Source: an optimization exercise on an open RTL-to-GDS flow (aim: small area, a short achievable clock period and few clock cycles). Production flows keep margins and buffers that such runs may drop. Function was checked by simulation only, so behaviour that the tests miss may differ from the original. Power figures rest on the tool's default switching activity, not on a simulated workload.

`flow/flow/run.sh`:
```
#!/bin/bash
# Standard ORFS layout (same SDC and clock period). Ports get buf_2 buffers, and
# timing repair aims for setup slack 8.7 ns at the design's period.
set -euo pipefail
bash standard.sh "BUFFER_PORTS_ARGS=-buffer_cell sky130_fd_sc_hd__buf_2" SETUP_SLACK_MARGIN=8.7 CORE_UTILIZATION=60 "CTS_ARGS=-sink_clustering_enable -repair_clock_nets -dont_use_dummy_load -sink_clustering_size 40 -sink_clustering_max_diameter 300 -sink_clustering_levels 1" finish > standard_flow.log 2>&1
```
`flow/standard.sh`:
```
#!/bin/bash
# synth_recipe.tcl (not shown) runs the flow's synth.tcl, then flattens the netlist and writes it again
# the make line also repeats each setting of config.mk as NAME=value (left out here)
make -C /OpenROAD-flow-scripts/flow DESIGN_CONFIG=/design/flow/config.mk WORK_HOME=/design/flow/orfs CLKGATE_MAP_FILE= SYNTH_SCRIPT=/design/flow/synth_recipe.tcl "${@:-finish}"
```
`flow/config.mk`:
```
export PLATFORM = sky130hd
export DESIGN_NAME = text_command_line_parser_top
export DESIGN_NICKNAME = text_command_line_parser_top
export VERILOG_FILES = /design/flow/design.v
export SDC_FILE = /design/flow/constraint.sdc
export NUM_CORES = 4
export LEC_CHECK = 0
export CAP_MARGIN = 20
export CORE_MARGIN = 2
export CORE_UTILIZATION = 40
export SLEW_MARGIN = 20
```
`flow/constraint.sdc`:
```
create_clock -name core_clock -period 12.0 [get_ports {clk}]
set_input_delay 2.4000 -clock core_clock [delete_from_list [all_inputs] [get_ports {clk}]]
set_output_delay 2.4000 -clock core_clock [all_outputs]
set_load 0.01 [all_outputs]
```
`flow/design.v`:
```
`timescale 1ns / 1ps
package tcp_pkg;
    localparam logic [3:0] ST_START  = 4'd0;
    localparam logic [3:0] ST_KE     = 4'd1;    
    localparam logic [3:0] ST_KD     = 4'd2;    
    localparam logic [3:0] ST_KS     = 4'd3;    
    localparam logic [3:0] ST_KST    = 4'd4;    
    localparam logic [3:0] ST_KSE    = 4'd5;    
    localparam logic [3:0] ST_KT     = 4'd6;    
    localparam logic [3:0] ST_REJ    = 4'd7;    
    localparam logic [3:0] ST_EN_OK  = 4'd8;    
    localparam logic [3:0] ST_DIS_OK = 4'd9;    
    localparam logic [3:0] ST_SL     = 4'd10;   
    localparam logic [3:0] ST_SI     = 4'd11;   
    localparam logic [3:0] ST_SF     = 4'd12;   
    localparam logic [3:0] ST_TL     = 4'd13;   
    localparam logic [3:0] ST_TI     = 4'd14;   
    localparam logic [7:0] CH_NUL   = 8'h00;
    localparam logic [7:0] CH_TAB   = 8'h09;
    localparam logic [7:0] CH_LF    = 8'h0A;
    localparam logic [7:0] CH_VT    = 8'h0B;
    localparam logic [7:0] CH_FF    = 8'h0C;
    localparam logic [7:0] CH_CR    = 8'h0D;
    localparam logic [7:0] CH_SPACE = 8'h20;
    localparam logic [7:0] CH_PLUS  = 8'h2B;
    localparam logic [7:0] CH_MINUS = 8'h2D;
    localparam logic [7:0] CH_DOT   = 8'h2E;
endpackage
`timescale 1ns / 1ps
`timescale 1ns / 1ps
module tcp_padd #(
    parameter int N    = 32,
    parameter int ARCH = 0,
    parameter int GX_POS = 2
) (
    input  logic [N-1:0] a,
    input  logic [N-1:0] b,
    input  logic         cin,
    input  logic         gx,       
    output logic [N-1:0] s,
    output logic         cout
);
    localparam int L = $clog2(N);
    logic [N-1:0] p0;
    logic [N-1:0] gg [0:2*L];
    logic [N-1:0] pp [0:2*L];
    logic [N-1:0] c;
    always_comb
    begin
        p0 = a ^ b;
        gg[0] = a & b;
        pp[0] = p0;
        gg[0][0] = (a[0] & b[0]) | (p0[0] & cin);
        gg[0][GX_POS] = gg[0][GX_POS] | gx;
        if (ARCH == 0)
        begin
            for (int l = 0; l < L; l++)
            begin
                gg[l+1] = gg[l];
                pp[l+1] = pp[l];
                for (int i = 0; i < N; i++)
                    if (((i >> l) & 1) == 1)
                    begin
                        gg[l+1][i] = gg[l][i] | (pp[l][i] & gg[l][((i >> l) << l) - 1]);
                        pp[l+1][i] = pp[l][i] & pp[l][((i >> l) << l) - 1];
                    end
            end
            for (int l = L; l < 2 * L; l++)
            begin
                gg[l+1] = gg[l];
                pp[l+1] = pp[l];
            end
        end
        else if (ARCH == 2)
        begin
            for (int l = 0; l < L; l++)
            begin
                gg[l+1] = gg[l];
                pp[l+1] = pp[l];
                for (int i = 0; i < N; i++)
                    if (i >= (1 << l))
                    begin
                        gg[l+1][i] = gg[l][i] | (pp[l][i] & gg[l][i - (1 << l)]);
                        pp[l+1][i] = pp[l][i] & pp[l][i - (1 << l)];
                    end
            end
            for (int l = L; l < 2 * L; l++)
            begin
                gg[l+1] = gg[l];
                pp[l+1] = pp[l];
            end
        end
        else
        begin
            for (int l = 0; l < L; l++)
            begin
                gg[l+1] = gg[l];
                pp[l+1] = pp[l];
                for (int i = 0; i < N; i++)
                    if ((((i + 1) % (2 << l)) == 0))
                    begin
                        gg[l+1][i] = gg[l][i] | (pp[l][i] & gg[l][i - (1 << l)]);
                        pp[l+1][i] = pp[l][i] & pp[l][i - (1 << l)];
                    end
            end
            for (int l = L - 2; l >= 0; l--)
            begin
                gg[2*L-1-l] = gg[2*L-2-l];
                pp[2*L-1-l] = pp[2*L-2-l];
                for (int i = 0; i < N; i++)
                    if ((((i + 1) % (2 << l)) == (1 << l)) && (i > (1 << l)))
                    begin
                        gg[2*L-1-l][i] = gg[2*L-2-l][i] | (pp[2*L-2-l][i] & gg[2*L-2-l][i - (1 << l)]);
                        pp[2*L-1-l][i] = pp[2*L-2-l][i] & pp[2*L-2-l][i - (1 << l)];
                    end
            end
        end
        c[0] = cin;
        for (int i = 1; i < N; i++)
            c[i] = gg[2*L-1][i-1];
        s = p0 ^ c;
        cout = gg[2*L-1][N-1];
    end
endmodule
`timescale 1ns / 1ps
module text_command_line_parser_top #(
    parameter int MAX_LINE_CHARS = 63
) (
    input  logic        clk,
    input  logic        rst_n,
    input  logic        rx_valid,
    output logic        rx_ready,
    input  logic [7:0]  rx_byte,
    output logic        cmd_valid,
    input  logic        cmd_ready,
    output logic [1:0]  cmd_kind,
    output logic [31:0] pitch_centideg,
    output logic [31:0] turn_rate_hz
);
    localparam int ADD_ARCH = 0;    
    logic       bv;
    logic [7:0] b;
    logic       rdy;
    logic [3:0] st;
    logic [3:0] st_n;
    logic       ended;
    logic       ended_n;
    logic [5:0] cnt;
    logic [5:0] cnt_n;
    logic [31:0] acc;
    logic        neg;
    logic        neg_n;
    logic        ovf;
    logic [1:0]  scl;         
    logic [1:0]  scl_n;
    logic        scl_init;
    logic        scl_frac;
    logic        nstep;
    logic        nstep_n;
    logic        post;        
    logic        negsel;      
    logic        negsel_b;    
    logic        selS;        
    logic        selT;        
    logic        selS_h;      
    logic        selT_h;
    logic       vld;
    logic       vld_n;
    logic [1:0] okind;
    logic stall;
    logic fire;
    logic is_lf;
    logic is_digit;
    logic is_blank;
    logic is_sign;
    logic is_set;
    logic lead;
    logic kw_state;
    logic kw_last;
    logic num_init;
    logic ovf_clr;
    logic dig_step;
    logic emit;
    logic emit_now;
    logic [1:0] emit_kind;
    logic is_num;
    assign stall = vld && (cnt >= 6'd4);
    assign fire  = bv && !stall;
    assign is_lf    = (b == tcp_pkg::CH_LF);
    assign is_digit = (b[7:4] == 4'h3) && (b[3:0] <= 4'd9);
    assign is_blank = (b == tcp_pkg::CH_SPACE) || (b == tcp_pkg::CH_TAB) ||
                      (b == tcp_pkg::CH_VT) || (b == tcp_pkg::CH_FF);
    assign is_sign  = (b == tcp_pkg::CH_PLUS) || (b == tcp_pkg::CH_MINUS);
    assign is_set   = (st == tcp_pkg::ST_SL) || (st == tcp_pkg::ST_SI) || (st == tcp_pkg::ST_SF);
    assign is_num   = is_set || (st == tcp_pkg::ST_TL) || (st == tcp_pkg::ST_TI);
    assign lead     = (st == tcp_pkg::ST_SL) || (st == tcp_pkg::ST_TL);
    assign kw_state = (st == tcp_pkg::ST_KE) || (st == tcp_pkg::ST_KD) || (st == tcp_pkg::ST_KST) ||
                      (st == tcp_pkg::ST_KSE) || (st == tcp_pkg::ST_KT);
    logic [3:0] pos;
    logic ch_e, ch_n, ch_a, ch_b, ch_l, ch_i, ch_s, ch_t, ch_o, ch_p, ch_u, ch_r, ch_sp;
    logic st_ke, st_kd, st_kst, st_kse, st_kt;
    logic kw_ok;
    assign pos    = cnt[3:0];
    assign ch_e   = (b == "E");
    assign ch_n   = (b == "N");
    assign ch_a   = (b == "A");
    assign ch_b   = (b == "B");
    assign ch_l   = (b == "L");
    assign ch_i   = (b == "I");
    assign ch_s   = (b == "S");
    assign ch_t   = (b == "T");
    assign ch_o   = (b == "O");
    assign ch_p   = (b == "P");
    assign ch_u   = (b == "U");
    assign ch_r   = (b == "R");
    assign ch_sp  = (b == tcp_pkg::CH_SPACE);
    assign st_ke  = (st == tcp_pkg::ST_KE);
    assign st_kd  = (st == tcp_pkg::ST_KD);
    assign st_kst = (st == tcp_pkg::ST_KST);
    assign st_kse = (st == tcp_pkg::ST_KSE);
    assign st_kt  = (st == tcp_pkg::ST_KT);
    assign kw_ok =
        (st_ke  && ((pos == 4'd1 && ch_n) || (pos == 4'd2 && ch_a) || (pos == 4'd3 && ch_b) ||
                    (pos == 4'd4 && ch_l) || (pos == 4'd5 && ch_e))) ||
        (st_kd  && ((pos == 4'd1 && ch_i) || (pos == 4'd2 && ch_s) || (pos == 4'd3 && ch_a) ||
                    (pos == 4'd4 && ch_b) || (pos == 4'd5 && ch_l) || (pos == 4'd6 && ch_e))) ||
        (st_kst && ((pos == 4'd2 && ch_o) || (pos == 4'd3 && ch_p))) ||
        (st_kse && ((pos == 4'd2 && ch_t) || (pos == 4'd3 && ch_p) || (pos == 4'd4 && ch_o) ||
                    (pos == 4'd5 && ch_i) || (pos == 4'd6 && ch_n) || (pos == 4'd7 && ch_t) ||
                    (pos == 4'd8 && ch_sp))) ||
        (st_kt  && ((pos == 4'd1 && ch_u) || (pos == 4'd2 && ch_r) || (pos == 4'd3 && ch_n) ||
                    (pos == 4'd4 && ch_sp)));
    assign kw_last = (st_ke && pos == 4'd5) || (st_kd && pos == 4'd6) || (st_kst && pos == 4'd3) ||
                     (st_kse && pos == 4'd8) || (st_kt && pos == 4'd4);
    always_comb
    begin
        emit      = 1'b0;
        emit_kind = 2'd0;
        unique case (st)
            tcp_pkg::ST_EN_OK:  begin emit = 1'b1; emit_kind = 2'd0; end
            tcp_pkg::ST_DIS_OK: begin emit = 1'b1; emit_kind = 2'd1; end
            tcp_pkg::ST_SL, tcp_pkg::ST_SI, tcp_pkg::ST_SF:
            begin
                emit = 1'b1; emit_kind = 2'd2;
            end
            tcp_pkg::ST_TL, tcp_pkg::ST_TI: begin emit = 1'b1; emit_kind = 2'd3; end
            default: ;
        endcase
    end
    assign emit_now = fire && is_lf && emit;
    always_comb
    begin
        st_n     = st;
        ended_n  = ended;
        cnt_n    = cnt;
        neg_n    = neg;
        scl_init = 1'b0;
        scl_frac = 1'b0;
        num_init = 1'b0;
        ovf_clr  = 1'b0;
        dig_step = 1'b0;
        if (fire && b != tcp_pkg::CH_CR)
        begin
            if (is_lf || cnt == 6'(MAX_LINE_CHARS))
            begin
                st_n    = tcp_pkg::ST_START;
                ended_n = 1'b0;
                cnt_n   = '0;
            end
            else
            begin
                cnt_n = cnt + 6'd1;
                if (cnt == 6'd3)
                begin
                    neg_n   = 1'b0;
                    scl_init = 1'b1;
                    ovf_clr = 1'b1;
                end
                if (ended || st == tcp_pkg::ST_REJ)
                begin
                end
                else if (b == tcp_pkg::CH_NUL)
                begin
                    ended_n = 1'b1;
                end
                else if (st == tcp_pkg::ST_START)
                begin
                    if (ch_e)      st_n = tcp_pkg::ST_KE;
                    else if (b == "D") st_n = tcp_pkg::ST_KD;
                    else if (ch_s) st_n = tcp_pkg::ST_KS;
                    else if (ch_t) st_n = tcp_pkg::ST_KT;
                    else               st_n = tcp_pkg::ST_REJ;
                end
                else if (st == tcp_pkg::ST_KS)
                begin
                    if (ch_t)      st_n = tcp_pkg::ST_KST;
                    else if (ch_e) st_n = tcp_pkg::ST_KSE;
                    else               st_n = tcp_pkg::ST_REJ;
                end
                else if (kw_state)
                begin
                    if (!kw_ok)
                        st_n = tcp_pkg::ST_REJ;
                    else if (kw_last)
                    begin
                        unique case (st)
                            tcp_pkg::ST_KE:  st_n = tcp_pkg::ST_EN_OK;
                            tcp_pkg::ST_KSE: st_n = tcp_pkg::ST_SL;
                            tcp_pkg::ST_KT:  st_n = tcp_pkg::ST_TL;
                            default:         st_n = tcp_pkg::ST_DIS_OK;
                        endcase
                        if (st == tcp_pkg::ST_KSE || st == tcp_pkg::ST_KT)
                            num_init = 1'b1;
                    end
                end
                else if (st == tcp_pkg::ST_EN_OK || st == tcp_pkg::ST_DIS_OK)
                begin
                    st_n = tcp_pkg::ST_REJ;
                end
                else if (st == tcp_pkg::ST_SF)
                begin
                    if (is_digit)
                    begin
                        if (scl != 2'd0)
                        begin
                            dig_step = 1'b1;
                            scl_frac = 1'b1;
                        end
                    end
                    else
                        ended_n = 1'b1;
                end
                else
                begin
                    if (is_digit)
                    begin
                        dig_step = 1'b1;
                        st_n     = is_set ? tcp_pkg::ST_SI : tcp_pkg::ST_TI;
                    end
                    else if (is_set && b == tcp_pkg::CH_DOT)
                        st_n = tcp_pkg::ST_SF;
                    else if (lead && is_blank)
                    begin
                    end
                    else if (lead && is_sign)
                    begin
                        neg_n = (b == tcp_pkg::CH_MINUS);
                        st_n  = is_set ? tcp_pkg::ST_SI : tcp_pkg::ST_TI;
                    end
                    else
                        ended_n = 1'b1;
                end
            end
        end
    end
    logic scl_step;
    logic neg_step;
    logic sat_step;
    logic post_n;
    logic post_fin;
    logic num_post;
    assign sat_step = post && ovf;
    assign scl_step = post && !ovf && (scl != 2'd0);
    assign neg_step = negsel;
    assign num_post = is_num && (ovf || neg || (is_set && scl != 2'd0));
    always_comb
    begin
        scl_n    = scl;
        nstep_n  = nstep;
        post_n   = post;
        post_fin = 1'b0;
        if (post)
        begin
            if (scl_step)
                scl_n = scl - 2'd1;
            else
            begin
                post_fin = 1'b1;
                post_n   = 1'b0;
                scl_n    = 2'd0;
                nstep_n  = 1'b0;
            end
        end
        else if (emit_now && num_post)
        begin
            post_n  = 1'b1;
            scl_n   = is_set ? scl : 2'd0;
            nstep_n = neg;
        end
        else if (scl_init)
            scl_n = 2'd2;
        else if (scl_frac)
            scl_n = scl - 2'd1;
        vld_n = (vld && !cmd_ready) || post_fin || (emit_now && !num_post);
    end
    logic [3:0]  e;
    logic [30:0] add_a;
    logic [30:0] add_b;
    logic [30:0] add_s;
    logic        add_c;
    logic        ovf_new;
    logic [31:0] acc_new;
    assign e     = post ? 4'd0 : b[3:0];
    assign add_a = neg_step ? ~acc[30:0] : {acc[27:0], e[2:0]};
    assign add_b = negsel_b ? 31'd0 : {acc[29:0], 1'b0};
    tcp_padd #(
        .N      (31),
        .ARCH   (ADD_ARCH),
        .GX_POS (2)
    ) u_add (
        .a    (add_a),
        .b    (add_b),
        .cin  (neg_step),
        .gx   (e[3]),
        .s    (add_s),
        .cout (add_c)
    );
    assign ovf_new = add_c || (|acc[30:28]);
    assign acc_new = {neg_step && !add_c, add_s};
    always_ff @(posedge clk)
    begin
        if (ovf_clr)
            ovf <= 1'b0;
        else if ((dig_step || scl_step) && ovf_new)
            ovf <= 1'b1;
        if (num_init)
            acc <= '0;
        else if (sat_step)
            acc <= {neg, {31{!neg}}};
        else if (dig_step || scl_step || neg_step)
            acc <= acc_new;
        neg  <= neg_n;
        if (emit_now)
            okind <= emit_kind;
        selS <= emit_now ? (emit_kind == 2'd2) : (okind == 2'd2);
        selT <= emit_now ? (emit_kind == 2'd3) : (okind == 2'd3);
        selS_h <= emit_now ? (emit_kind == 2'd2) : selS;
        selT_h <= emit_now ? (emit_kind == 2'd3) : selT;
        negsel   <= post_n && nstep_n && (scl_n == 2'd0);
        negsel_b <= nstep_n && (scl_n == 2'd0);     
        if (rdy)
            b <= rx_byte;
    end
    always_ff @(posedge clk or negedge rst_n)
    begin
        if (!rst_n)
        begin
            bv    <= 1'b0;
            rdy   <= 1'b1;
            st    <= tcp_pkg::ST_START;
            ended <= 1'b0;
            cnt   <= '0;
            scl   <= 2'd0;
            nstep <= 1'b0;
            post  <= 1'b0;
            vld   <= 1'b0;
        end
        else
        begin
            if (rdy)
                bv <= rx_valid;
            else if (fire)
                bv <= 1'b0;
            rdy   <= !(vld && !cmd_ready && (cnt >= 6'd3));
            st    <= st_n;
            ended <= ended_n;
            cnt   <= cnt_n;
            scl   <= scl_n;
            nstep <= nstep_n;
            post  <= post_n;
            vld   <= vld_n;
        end
    end
    assign rx_ready  = rdy;
    assign cmd_valid = vld;
    assign cmd_kind  = okind;
    assign pitch_centideg = acc & {{16{selS_h}}, {16{selS}}};
    assign turn_rate_hz   = acc & {{16{selT_h}}, {16{selT}}};
endmodule
```
==> reports/results.env, run 1 <==
FILLERINSTANCES=837
POWER_DENSITY_mW_PER_MM2=195
YOSYSTOPAREACELL='sky130_fd_sc_hd__dfxtp_1'
TRITONCTS='built'
FP.COREAREA_MM2=0.00982
FIN_CRIT_NS=3.48
SYNTH_AREA_PER_CELL_UM2=7.69
POST_SYNTH_INST_COUNT=795
GRT.TOTAL_USAGE_PCT=32.2
GLOBALPLACE.CONGESTION=0.974
FINAL.PERIOD_UTILIZATION_PCT=29.0
POST_DRT_VIA_CELL_RATIO=6.50
MAX_CLOCK_FREQ_MHz=287
POSTSYNTHREGISTERBITS=68
CTS-BUFFERS-INSERTED=9
GRT_FIRST_PASS_WIRELENGTH_MM=28.9
SYN-NUM-NETS=846
UNREPAIRED_SETUP_ENDPOINTS_AFTER_GLOBAL_ROUTING='true'
MAX_CAP_VIOL_COUNT=0
TIMING.FINAL.WS_SETUP_NS=8.52
MAXIMUM_NUMBER_OF_PINS_ON_ONE_NET_BEFORE_GLOBAL_ROUTE_REPAIR=54
POST_SYNTH_INSTANCE_AREA_MM2=0.00611
ANTENNA_FOUND_INITIAL=0
POWER.INTERNAL_uW=721
NETLIST.AREA_LEADER.SHARE_PCT=12.8
SETUP.WORST_PATH.START_CLASS='flop'
DIE_WIDTH_UM=105
CTS-ROOT-TO-SINK-BUFFERS=2
FIN_TNS_SETUP_NS=0
DETAILROUTE.VIA_COUNT=6447
VDD_IR_DROP_MAX_mV=0.144
SHARE_OF_TOTAL_POWER_CONSUMED_BY_NET_SWITCHING_PCT=47.0
PLACEMENTROWS=36
POWER_FRAC_SEQ_PCT=31.0
SETUP_VIOL=0
DETAIL_ROUTE.DRC_VIOLATIONS=0
FP.DIEH_UM=105
POST_SYNTH_EDFFS=11
CLOCK_SLEW_AT_REPORTED_PATH_FFS_NS=0.08
CTSHOLDBUFFERS=0
RESULT_OF_THE_RUN='complete, no violations'
TIMING.CRITICAL_PATH.REQUIRED_NS=9.60
DOMINANTREGCELLSYNTH='sky130_fd_sc_hd__dfxtp_1'
CELLLEAKAGEPOWER_nW=3.12
MIN_PATH_TYPE='flop to flop'
DETAIL_ROUTE.FIRST_PASS.ITERATIONS=5
FINAL_HOLD_SLACK_NS=0.539
HTREEDEPTH=3
TIMING.FINAL.HOLD_VIOLATIONS=0
GRT_REMAINING_OVERFLOW=0
WIRE_LENGTH_REPORTED_BY_THE_DETAILED_ROUTER_MM=18.7
CLOCK_TREE.ROOT_CELL='sky130_fd_sc_hd__clkbuf_8'
NETLIST_TOP_CELLS_COUNT='93 x sky130_fd_sc_hd__nor2_1, 69 x sky130_fd_sc_hd__a21oi_1, 68 x sky130_fd_sc_hd__and2_1'
ANTENNADIODECOUNT=0
COMBPWRFRAC_PCT=58.1
SLEW_VIOLATIONS=0
ANT_NETS=0
CLOCK-SKEW-FINAL_NS=0.0190
FIRST_GLOBAL_VIAS=5798
DPL.HPWL_MM=12.4
YOSYSSEQAREASHARE_PCT=25.6
SYNTH-ASYNC-RESET-RATIO_PCT=26.5
SYNTH_MOST_COMMON_CELL='sky130_fd_sc_hd__nor2_1'
NETSWITCHINGPOWER_uW=640
PORT_BUFFER_COUNT=79
FP.DIEAREA_MM2=0.0110
LAYOUT.NETS=912
CRIT_ARRIVAL_NS=1.08
FIN_UTIL_PCT=70.9
POWER.SHARE.CLOCK_PCT=10.8
LAYOUT-DRIVE-GT1-SHARE_PCT=20.5
TYPE_OF_THE_WORST_SETUP_PATH='flop to output pin'
DRT_FIRST_ITER_VIOLATIONS=655
NETLIST_TOP_CELLS_AREA='sky130_fd_sc_hd__dfxtp_1 13%, sky130_fd_sc_hd__ha_1 7.2%, sky130_fd_sc_hd__and2_1 7.0%'
POST_SYNTH_NUM_CELL_TYPES=83
IO-PIN-COUNT=80
CP_MAX_FO=16
LEAST_MARGIN_PIN_SLEW_NS=1.07
INITIAL_CORE_UTIL_PCT=62.2
CLK-INSERTION-DELAY-LATE_NS=0.36
CLOCK_SINK_COUNT=68
DRT-WIRELENGTH-PER-CELL_UM=18.8
DETAILEDPLACE.WORSTSLACK_NS=8.14
YOSYS_WARNINGS=4
CRIT_PATH_END_KIND='output pin'
FLOW.AREA_GROWTH_FROM_SYNTHESIS_PCT=14.0
MAX-SLEW-MARGIN-REL_PCT=28.7
==> per-layer routing <==
metal  part of all wire (%)  vias up  GRT usage [%]  wire length (µm)
li1                       -     2996              -                 -
met1                     42     2998           44.6              7820
met2                     45      399           49.4              8470
met3                     11       54           7.36              1980
met4                    2.3        0           10.8               435
met5                      0        -              0                 0
==> critical path, cell delays in order (launching register included) <==
cell and delay (ns):
sky130_fd_sc_hd__dfxtp_4 0.44, sky130_fd_sc_hd__and2_1 0.16, sky130_fd_sc_hd__buf_2 0.13
==> worst paths after layout <==
kind | to | depth (start not counted) | slack (ns) | start
max | pitch_centideg[19] | 2 | 8.52 | selS_h
min | acc[2] | 2 | 0.54 | acc[2]
max reg2reg | acc[17] | 15 | 8.78 | negsel
min reg2reg | acc[2] | 2 | 0.54 | acc[2]
max in group asynchronous | st[1] | 1 | 9.69 | rst_n
min in group asynchronous | scl[0] | 1 | 1.96 | rst_n
==> power by group through the flow <==
stage,Sequential (mW),Combinational (mW),Clock (mW)
6_report,0.422,0.791,0.147
5_1_grt,0.432,0.884,0.158
4_1_cts,0.413,0.759,0.147
3_5_place_dp,0.416,0.741,0
3_3_place_gp,0.413,0.716,0
2_1_floorplan,0.346,0.636,0
==> per-stage QoR <==
stage,cells,power [mW],area [µm²]
after floorplan,795,0.982,6110
after global placement,961,1.13,6490
after global routing,992,1.47,6970
after detailed placement,961,1.16,6490
after CTS,976,1.32,6740
final,992,1.36,6970
==> cells in the final DEF (no fill, tap or decap), types with 10 or more instances in the layout <==
master                     synthesis  routed
sky130_fd_sc_hd__a211oi_1         16      16
sky130_fd_sc_hd__a21o_1           12      12
sky130_fd_sc_hd__a21oi_1          69      66
sky130_fd_sc_hd__a31oi_1          12      12
sky130_fd_sc_hd__and2_1           68      68
sky130_fd_sc_hd__and3_1           10      10
sky130_fd_sc_hd__buf_2             8      78
sky130_fd_sc_hd__buf_4             1      20
sky130_fd_sc_hd__dfrtp_1          17      15
sky130_fd_sc_hd__dfxtp_1          39      23
sky130_fd_sc_hd__dfxtp_2           0      12
sky130_fd_sc_hd__edfxtp_1         11      11
sky130_fd_sc_hd__ha_1             35      34
sky130_fd_sc_hd__inv_1            24      24
sky130_fd_sc_hd__nand2_1          43      43
sky130_fd_sc_hd__nand2b_1         13      13
sky130_fd_sc_hd__nand3_1          15      15
sky130_fd_sc_hd__nor2_1           93      93
sky130_fd_sc_hd__nor2b_1          39      39
sky130_fd_sc_hd__nor3_1           25      25
sky130_fd_sc_hd__o21ai_0          34      31
sky130_fd_sc_hd__xor2_1           10      10
==> registers in the layout (all words and copies together), names as in the netlist, named ones only <==
| name | count |
|---|---|
| b | 8 |
| selT_h | 1 |
| negsel_b | 1 |
| post | 1 |
| cnt | 6 |
| scl | 2 |
| selS_h | 1 |
| okind | 2 |
| selT | 1 |
| st | 4 |
| vld | 1 |
| neg | 1 |
| selS | 1 |
| ovf | 1 |
| rdy | 1 |
| nstep | 1 |
| ended | 1 |
| bv | 1 |
| negsel | 1 |
| acc | 31 |
==> cell type report <==
| class | instances | area [µm²] | area share [%] |
|---|---|---|---|
| multi-input cells | 653 | 4370 | 62.7 |
| clock buffers | 9 | 124 | 1.78 |
| flip-flops and latches | 68 | 1600 | 22.9 |
| inverters | 27 | 106 | 1.53 |
| repair buffers | 102 | 604 | 8.67 |
| well taps | 133 | 166 | 2.39 |
==> cell families after synthesis <==
logic type / synth area share (%)
buffers and inverters: 5.06
muxes: 1.72
DFF: 25.6
AOI/OAI and AO/OA: 23.3
xor gates and xnor gates: 2.72
adders and majority gates: 8.48
and+or+nand+nor: 33.2
==> repair_timing <==
item	4_1_cts	5_1_grt
buffers inserted	6	13
endpoints found under the hold margin	0	0
setup endpoints to repair	103	108
pin swaps	2	3
gates resized for setup	29	24
gates cloned	0	3
Testbench counts, summed over its fixed seeds: cycles 40,726.
==> inputs of run 2 (changes only) <==
==> flow/flow/run.sh (replaced) <==
#!/bin/bash
# Standard ORFS layout (same SDC and clock period). Ports get buf_2 buffers, and
# timing repair aims for setup slack 8.5 ns at the design's period.
set -euo pipefail
bash standard.sh "BUFFER_PORTS_ARGS=-buffer_cell sky130_fd_sc_hd__buf_2" SETUP_SLACK_MARGIN=8.5 CORE_UTILIZATION=60 PLACE_DENSITY=0.8 "CTS_ARGS=-sink_clustering_enable -repair_clock_nets -dont_use_dummy_load -sink_clustering_size 40 -sink_clustering_max_diameter 300 -sink_clustering_levels 1" finish > standard_flow.log 2>&1
==> reports/results.env, run 2 <==
BUSIEST_METAL_LAYER_AFTER_GLOBAL_ROUTING='met2'
POWER_FRAC_SEQ_PCT=31.1
CP_SLOWEST_STAGE_DELAY_NS=0.45
POWER.INTERNAL_uW=719
LAYOUT-DRIVE-GT1-SHARE_PCT=18.6
SYN-NUM-NETS=846
TIMING.FINAL.WS_SETUP_NS=8.51
DRT-WIRELENGTH-PER-CELL_UM=17.6
DETAIL_ROUTE.FIRST_PASS.ITERATIONS=8
COMBPWRFRAC_PCT=57.7
INITIAL_CORE_UTIL_PCT=62.2
FIN_TNS_SETUP_NS=0
SETUP.WORST_PATH.START_CLASS='flop'
MOSTFREQUENTLAYOUTCELLS='93 x sky130_fd_sc_hd__nor2_1, 79 x sky130_fd_sc_hd__buf_2, 68 x sky130_fd_sc_hd__and2_1, 67 x sky130_fd_sc_hd__a21oi_1, 43 x sky130_fd_sc_hd__nand2_1'
POST_SYNTH_NUM_CELL_TYPES=83
FP.DIEH_UM=105
POST_SYNTH_INSTANCE_AREA_MM2=0.00611
TYPE_OF_THE_WORST_SETUP_PATH='flop to output pin'
SLEW_VIOLATIONS=0
WIRE_LENGTH_REPORTED_BY_THE_DETAILED_ROUTER_MM=17.2
MAX_CAP_VIOL_COUNT=0
CTS-BUFFERS-INSERTED=9
TIMING.CRITICAL_PATH.REQUIRED_NS=9.60
CRIT_PATH_END_KIND='output pin'
MAX-SLEW-MARGIN-REL_PCT=28.1
FINAL.PERIOD_UTILIZATION_PCT=29.1
POWER_TOTAL_mW=1.34
NETLIST.AREA_LEADER.SHARE_PCT=12.8
FIRST_GLOBAL_VIAS=5788
GRT_FIRST_PASS_WIRELENGTH_MM=28.2
CLOCK_SLEW_AT_REPORTED_PATH_FFS_NS=0.07
YOSYSSEQAREASHARE_PCT=25.6
SYNTH_AREA_PER_CELL_UM2=7.69
WORSTPATHBUFFERINVERTERCOUNT=1
CLOCK-SKEW-FINAL_NS=0.0330
YOSYSTOPAREACELL='sky130_fd_sc_hd__dfxtp_1'
GRTUSAGEMET3_PCT=5.55
LAYOUT_TOP_REGISTERS='acc (31), b (8), cnt (6)'
TIMING.CRITICAL_PATH.MAX_DELAY_FAMILY='flip-flops'
TIMING.FINAL.HOLD_VIOLATIONS=0
UNREPAIRED_SETUP_ENDPOINTS_AFTER_GLOBAL_ROUTING='true'
ANTENNA_FOUND_INITIAL=0
CRIT_PATH_CELL_TRACE='and2_1, buf_2'
FP.DIEAREA_MM2=0.0110
PLACEMENTROWS=36
NETLIST_TOP_CELLS_AREA='sky130_fd_sc_hd__dfxtp_1 13%, sky130_fd_sc_hd__ha_1 7.2%, sky130_fd_sc_hd__and2_1 7.0%'
MET1_USAGE_GRT_PCT=45.0
POWER_DENSITY_mW_PER_MM2=198
CP_MAX_FO=16
CLK-INSERTION-DELAY-LATE_NS=0.36
MAX_CLOCK_FREQ_MHz=286
RESULT_OF_THE_RUN='complete, no violations'
SYNTH_MOST_COMMON_CELL='sky130_fd_sc_hd__nor2_1'
DETAILROUTE.VIA_COUNT=6283
TRITONCTS='built'
DOMINANTREGCELLSYNTH='sky130_fd_sc_hd__dfxtp_1'
FIN_UTIL_PCT=69.2
CRIT_ARRIVAL_NS=1.09
NETSWITCHINGPOWER_uW=625
GRT_REMAINING_OVERFLOW=0
VDD_IR_DROP_MAX_mV=0.117
FLOW.AREA_GROWTH_FROM_SYNTHESIS_PCT=11.2
POST_DRT_VIA_CELL_RATIO=6.44
DETAILEDPLACE.WORSTSLACK_NS=8.03
ANT_NETS=0
DRT_FIRST_ITER_VIOLATIONS=619
PORT_BUFFER_COUNT=79
POWER.SHARE.CLOCK_PCT=11.2
CLOCK_SINK_COUNT=68
REGISTERS.TOP_BY_FF_COUNT='acc'
NETLIST_TOP_CELLS_COUNT='93 x sky130_fd_sc_hd__nor2_1, 69 x sky130_fd_sc_hd__a21oi_1, 68 x sky130_fd_sc_hd__and2_1'
CTS-ROOT-TO-SINK-BUFFERS=2
POST_SYNTH_INST_COUNT=795
DIE_WIDTH_UM=105
FIN_CRIT_NS=3.49
GRT.TOTAL_USAGE_PCT=31.3
SHARE_OF_TOTAL_POWER_CONSUMED_BY_NET_SWITCHING_PCT=46.5
LAYOUT.NETS=896
DETAIL_ROUTE.DRC_VIOLATIONS=0
TIMING.CRITICAL_PATH.SLOWEST_STAGE_CELL='sky130_fd_sc_hd__dfxtp_4'
IO-PIN-COUNT=80
YOSYS_WARNINGS=4
GROUTE.LAYER.MET2.USAGE_PCT=47.1
ANTENNADIODECOUNT=0
SYNTH-ASYNC-RESET-RATIO_PCT=26.5
HTREEDEPTH=3
DPL.HPWL_MM=12.3
MAXIMUM_NUMBER_OF_PINS_ON_ONE_NET_BEFORE_GLOBAL_ROUTE_REPAIR=54
CLOCK_TREE.ROOT_CELL='sky130_fd_sc_hd__clkbuf_8'
LEAST_MARGIN_PIN_SLEW_NS=1.08
FP.COREAREA_MM2=0.00982
LARGEST_REGISTER_FF_COUNT=31
MOST_COMMON_CELL_AFTER_LAYOUT_FILL_AND_TAPS_ASIDE='sky130_fd_sc_hd__nor2_1'
POST_SYNTH_EDFFS=11
CELLLEAKAGEPOWER_nW=3.03
MIN_PATH_TYPE='flop to flop'
POSTSYNTHREGISTERBITS=68
GLOBALPLACE.CONGESTION=0.943
SETUP_VIOL=0
[run 2: cell counts after synthesis]
Identical to the previous run, type by type.
[run 2: worst paths after layout]
kind,startpoint,end,slack [ns],cells past startpoint
min reg2reg,okind[0],selS,0.48,1
min in group asynchronous,rst_n,cnt[4],1.98,1
min,okind[0],selS,0.48,1
max reg2reg,b[4],acc[3],8.66,10
max in group asynchronous,rst_n,rdy,9.67,1
max,selT_h,turn_rate_hz[20],8.51,2
[run 2: worst register-to-register path, cell delays in order, from the launching register on]
cell and delay [ns]:
sky130_fd_sc_hd__edfxtp_1 0.60, sky130_fd_sc_hd__or4_4 0.61, sky130_fd_sc_hd__o311ai_4 0.44, sky130_fd_sc_hd__inv_2 0.18
sky130_fd_sc_hd__nand2_4 0.14, sky130_fd_sc_hd__inv_4 0.07, sky130_fd_sc_hd__a31o_1 0.23, sky130_fd_sc_hd__or2_4 0.40
sky130_fd_sc_hd__o21ai_2 0.29, sky130_fd_sc_hd__a31oi_1 0.11, sky130_fd_sc_hd__nor3_1 0.19
[run 2: power by group through the flow]
| stage | Sequential (mW) | Combinational, mW | Clock, mW |
|---|---|---|---|
| after detailed placement | 0.412 | 0.739 | 0 |
| final | 0.419 | 0.776 | 0.150 |
| after floorplan | 0.346 | 0.636 | 0 |
| after global routing | 0.434 | 0.868 | 0.161 |
| after CTS | 0.408 | 0.753 | 0.149 |
| after global placement | 0.410 | 0.713 | 0 |
[run 2: metal layers]
layer / routed length, µm / share of wire (%)
met5: 0 / 0
met4: 348 / 2.0
met3: 1880 / 11
met2: 7550 / 44
met1: 7440 / 43
[run 2: final cells by class]
class | instances | area (µm²)
clock buffers | 9 | 124
repair buffers | 87 | 468
inverters | 27 | 104
multi-input cells | 652 | 4340
fillers | 829 | 3020
flip-flops and latches | 68 | 1600
well taps | 133 | 166
[run 2: logic make-up after synthesis]
kind of cell	after synthesis	share of synthesized area, %
simple gates	369	33.2
compound gates	214	23.3
buf+inv	76	5.06
flops	68	25.6
fa+ha+maj	39	8.48
xor+xnor	19	2.72
mux	10	1.72
[run 2: stage by stage]
| step | cells | hold slack, ns | cell area [µm²] |
|---|---|---|---|
| 2_1_floorplan | 795 | 0.481 | 6110 |
| 3_3_place_gp | 963 | 0.474 | 6500 |
| 3_5_place_dp | 963 | 0.490 | 6500 |
| 4_1_cts | 973 | 0.481 | 6680 |
| 5_1_grt | 976 | 0.507 | 6800 |
| 6_report | 976 | 0.481 | 6800 |
[run 2: what timing repair did]
item / 4_1_cts / 5_1_grt
cloned: 0 / 1
buffers inserted: 1 / 2
setup endpoints to repair: 91 / 89
pin swaps: 0 / 2
hold buffers: 0 / 0
gates resized for setup: 16 / 29

-- re-timing with driven ports --
Ports are ideal in the flow. The routed layouts listed here were re-timed in OpenROAD.
Step 1, drivers: a clkbuf_16 drives clk and a buf_2 each remaining input, both assumed.
Step 2 moves the port delays by t, midway between the first and last clock arrival at a register: inputs arrive t later, outputs are due t later. That takes back most of the time a late clock gives input paths.
Slacks: ideal / step 1 / step 2; pairs: ideal / step 1.
run	t, ns	setup slack, ns	worst data-port slew with drivers (ns)
run 1	0.384	8.520 / 8.487 / 8.775	0.03
run 2	0.373	8.510 / 8.475 / 8.663	0.04
After both steps setup and hold are still met in every run listed.
